Source: an optimization exercise on an open RTL-to-GDS flow (aim: small area and a short achievable clock period). Production flows keep margins and buffers that such runs may drop. Function was checked by simulation only, so behaviour that the tests miss may differ from the original. No activity file was given, so power comes from the tool's default toggle rates.

== alpha ==
==> flow/design.v (excerpt) <==
module ray_issue_arbiter #(
  parameter int unsigned H_DISP      = 1280,
  parameter int unsigned V_DISP      = 720,
  parameter int unsigned W           = 16,
  parameter int unsigned CNT_W       = 5,
  parameter int unsigned ADDR_W      = 20,
  parameter int unsigned SCALE_SHIFT = 7,
  parameter int unsigned INFL_W      = 12
) (
  input  logic                clk,
  input  logic                rst,
  input  logic                frame_start,
  output logic                frame_busy,
  output logic                frame_done,
  input  logic [3*W-1:0]      cam_pos,
  input  logic [3*W-1:0]      vp_origin,
  input  logic [3*W-1:0]      vp_u,
  input  logic [3*W-1:0]      vp_v,
  input  logic                rec_valid,
  output logic                rec_ready,
  input  logic [3*W-1:0]      rec_pos,
  input  logic [3*W-1:0]      rec_slope,
  input  logic [CNT_W-1:0]    rec_cnt,
  input  logic [ADDR_W-1:0]   rec_addr,
  input  logic                retire,
  output logic                out_valid,
  input  logic                out_ready,
  output logic [3*W-1:0]      out_pos,
  output logic [3*W-1:0]      out_slope,
  output logic [CNT_W-1:0]    out_cnt,
  output logic [ADDR_W-1:0]   out_addr
);
For scale: ~2200 cells after synthesis, about 0.025 sq mm of cells after synthesis.
==> flow/config.mk <==
export PLATFORM = sky130hd
export DESIGN_NAME = ray_issue_arbiter
export DESIGN_NICKNAME = ray_issue_arbiter
export VERILOG_FILES = /design/flow/design.v
export SDC_FILE = /design/flow/constraint.sdc
export NUM_CORES = 4
export LEC_CHECK = 0
export CAP_MARGIN = 20
export CORE_MARGIN = 2
export CORE_UTILIZATION = 40
export CTS_BUF_LIST = sky130_fd_sc_hd__clkbuf_4
export SETUP_SLACK_MARGIN = 5
export SLEW_MARGIN = 20
export SYNTH_HIERARCHICAL = 1
export SYNTH_MINIMUM_KEEP_SIZE = 0
==> flow/constraint.sdc <==
create_clock -name core_clock -period 10.0 [get_ports {clk}]
set_input_delay 2.0000 -clock core_clock [delete_from_list [all_inputs] [get_ports {clk}]]
set_output_delay 2.0000 -clock core_clock [all_outputs]
set_load 0.01 [all_outputs]
standard.sh (not shown) runs the stock make flow with config.mk's settings and CLKGATE_MAP_FILE= SYNTH_SCRIPT=/design/flow/synth_recipe.tcl, a recipe that flattens the netlist after the stock synthesis.
==> flow/flow/run.sh <==
#!/bin/bash
set -euo pipefail
bash standard.sh BUFFER_PORTS_ARGS="-buffer_cell sky130_fd_sc_hd__buf_1" SETUP_SLACK_MARGIN=5.6 CTS_ARGS="-sink_clustering_enable -repair_clock_nets -buf_list sky130_fd_sc_hd__clkbuf_4 -dont_use_dummy_load -sink_clustering_size 12 -sink_clustering_max_diameter 40" finish > flow_make.log 2>&1
alpha | status: complete | timing, DRC, antenna: pass
The inputs of beta differ from those of alpha as listed below.
==> flow/flow/run.sh <==
#!/bin/bash
set -euo pipefail
bash standard.sh BUFFER_PORTS_ARGS="-buffer_cell sky130_fd_sc_hd__buf_1" SETUP_SLACK_MARGIN=5.6 CTS_ARGS="-sink_clustering_enable -repair_clock_nets -buf_list sky130_fd_sc_hd__clkbuf_4 -dont_use_dummy_load -sink_clustering_size 10 -sink_clustering_max_diameter 35" finish > flow_make.log 2>&1
==> run summary <==
Any difference in routed via count between alpha and beta is small enough to ignore.
Combinational share of power was lower in the run labelled beta.
Against alpha, worst hold slack in beta came out better.
On portion of the clock cycle consumed by the worst path in the final layout, beta and alpha are neck and neck.
Diff beta and alpha: total power lower in alpha

== build 40 ==
ray_issue_arbiter, a different RTL version from the one above (not shown whole).
Size in the first run: roughly 2,600 cells after synthesis, ~450 flip-flops.
Design ray_issue_arbiter, start of the top module:
module ray_issue_arbiter #(
  parameter int unsigned H_DISP      = 1280,
  parameter int unsigned V_DISP      = 720,
  parameter int unsigned W           = 16,
  parameter int unsigned CNT_W       = 5,
  parameter int unsigned ADDR_W      = 20,
  parameter int unsigned SCALE_SHIFT = 7,
  parameter int unsigned INFL_W      = 12
) (
  input  logic                clk,
  input  logic                rst,
  input  logic                frame_start,
  output logic                frame_busy,
  output logic                frame_done,
  input  logic [3*W-1:0]      cam_pos,
  input  logic [3*W-1:0]      vp_origin,
  input  logic [3*W-1:0]      vp_u,
  input  logic [3*W-1:0]      vp_v,
  input  logic                rec_valid,
  output logic                rec_ready,
  input  logic [3*W-1:0]      rec_pos,
  input  logic [3*W-1:0]      rec_slope,
  input  logic [CNT_W-1:0]    rec_cnt,
  input  logic [ADDR_W-1:0]   rec_addr,
  input  logic                retire,
  output logic                out_valid,
  input  logic                out_ready,
  output logic [3*W-1:0]      out_pos,
  output logic [3*W-1:0]      out_slope,
  output logic [CNT_W-1:0]    out_cnt,
  output logic [ADDR_W-1:0]   out_addr
);
Settings: LEC_CHECK=0, CAP_MARGIN=20, CORE_MARGIN=2, CORE_UTILIZATION=55, CTS_BUF_LIST=sky130_fd_sc_hd__clkbuf_4, SETUP_SLACK_MARGIN=5, SLEW_MARGIN=20; clock period 10.0 ns.
==> flow/flow/run.sh <==
#!/bin/bash
set -euo pipefail
bash standard.sh BUFFER_PORTS_ARGS="-buffer_cell sky130_fd_sc_hd__buf_1" SETUP_SLACK_MARGIN=5.6 CTS_ARGS="-sink_clustering_enable -repair_clock_nets -buf_list sky130_fd_sc_hd__clkbuf_4 -dont_use_dummy_load -sink_clustering_size 10 -sink_clustering_max_diameter 35" finish > flow_make.log 2>&1
Build 40 was carried through to the last stage, and its layout satisfied the timing, design-rule and antenna checks.
The following lists how build 92 was set up differently from build 40:
- CORE_UTILIZATION now 40, was 55
==> flow/flow/run.sh <==
#!/bin/bash
set -euo pipefail
bash standard.sh BUFFER_PORTS_ARGS="-buffer_cell sky130_fd_sc_hd__buf_1" SETUP_SLACK_MARGIN=5.6 finish > flow_make.log 2>&1
## What came out
Re via count: build 40 was lower than build 92.
The post-synthesis to final-layout area growth of build 92 is higher than that of build 40.
Utilization after layout in build 92 is 15 points lower than in build 40
Clock share of power, build 92 and build 40, lower one = build 40.
Layout buffer count excluding clock buffers ends up lower on build 92.
What build 84 does differently from build 92 at the input level:
==> flow/flow/run.sh <==
#!/bin/bash
set -euo pipefail
bash standard.sh BUFFER_PORTS_ARGS="-buffer_cell sky130_fd_sc_hd__buf_1" SETUP_SLACK_MARGIN=5.6 CTS_ARGS="-sink_clustering_enable -repair_clock_nets -buf_list sky130_fd_sc_hd__clkbuf_8 -dont_use_dummy_load -sink_clustering_size 20 -sink_clustering_max_diameter 60" finish > flow_make.log 2>&1
--- outcome ---
Comparing build 84 and build 92, the higher final period demand of the worst path was measured on build 84. In the tables for build 84 and build 92, post-route non-filler standard cell count reads higher with build 92. Between build 84 and build 92, the difference in sequential cell count is negligible. In build 84 the remaining max-slew budget at the tightest pin turned out 0.36 points higher than in build 92. Summary of build 84 over build 92: starting utilization of the core area level; area growth from synthesis to final layout moved down; power attributed to combinational cells level.
Setup changes, build 84 to build 11
==> flow/flow/run.sh <==
#!/bin/bash
set -euo pipefail
bash standard.sh BUFFER_PORTS_ARGS="-buffer_cell sky130_fd_sc_hd__buf_1" finish > flow_make.log 2>&1
Notes after the runs:
- Of build 11 and build 84, it is build 11 that has the higher cell depth of the worst min-delay path.
- For the length of the first detailed-routing pass in iterations, build 11 came in 1 higher than build 84 did.
- From build 84 to build 11 the numbers moved as follows: power went up 0.60 mW; share of cells above drive strength 1 increased by 3.7 points relative to the old numbers.

-- static timing again, ports no longer ideal --
No port has a modelled driver above. Below, the same layouts with a new extraction and two added sets of constraints. Step 1, drivers: a clkbuf_16 drives clk and a buf_2 each remaining input, both assumed. Step 2, shift: input delay + t, output delay - t, t = (earliest + latest rising clock arrival at the registers) / 2. This alone moves slack from input paths to output paths. Three values: ideal ports, drivers, drivers and shift; two values: the first two.
run	shift t [ns]	setup slack, ns	worst slew at a driven data input, ns
alpha	0.890	5.628 / 5.602 / 4.923	0.18
beta	0.869	5.629 / 5.602 / 4.929	0.17
build 40	0.879	5.610 / 5.577 / 4.869	0.15
build 92	1.034	5.574 / 5.531 / 4.723	0.11
build 84	0.694	5.566 / 5.522 / 5.032	0.12
build 11	0.994	5.062 / 5.036 / 4.661	0.15
After both steps every run listed still meets setup and hold. The setup slack of build 92, which loses most, moves by -0.043 ns with the drivers and by -0.851 ns with both steps.
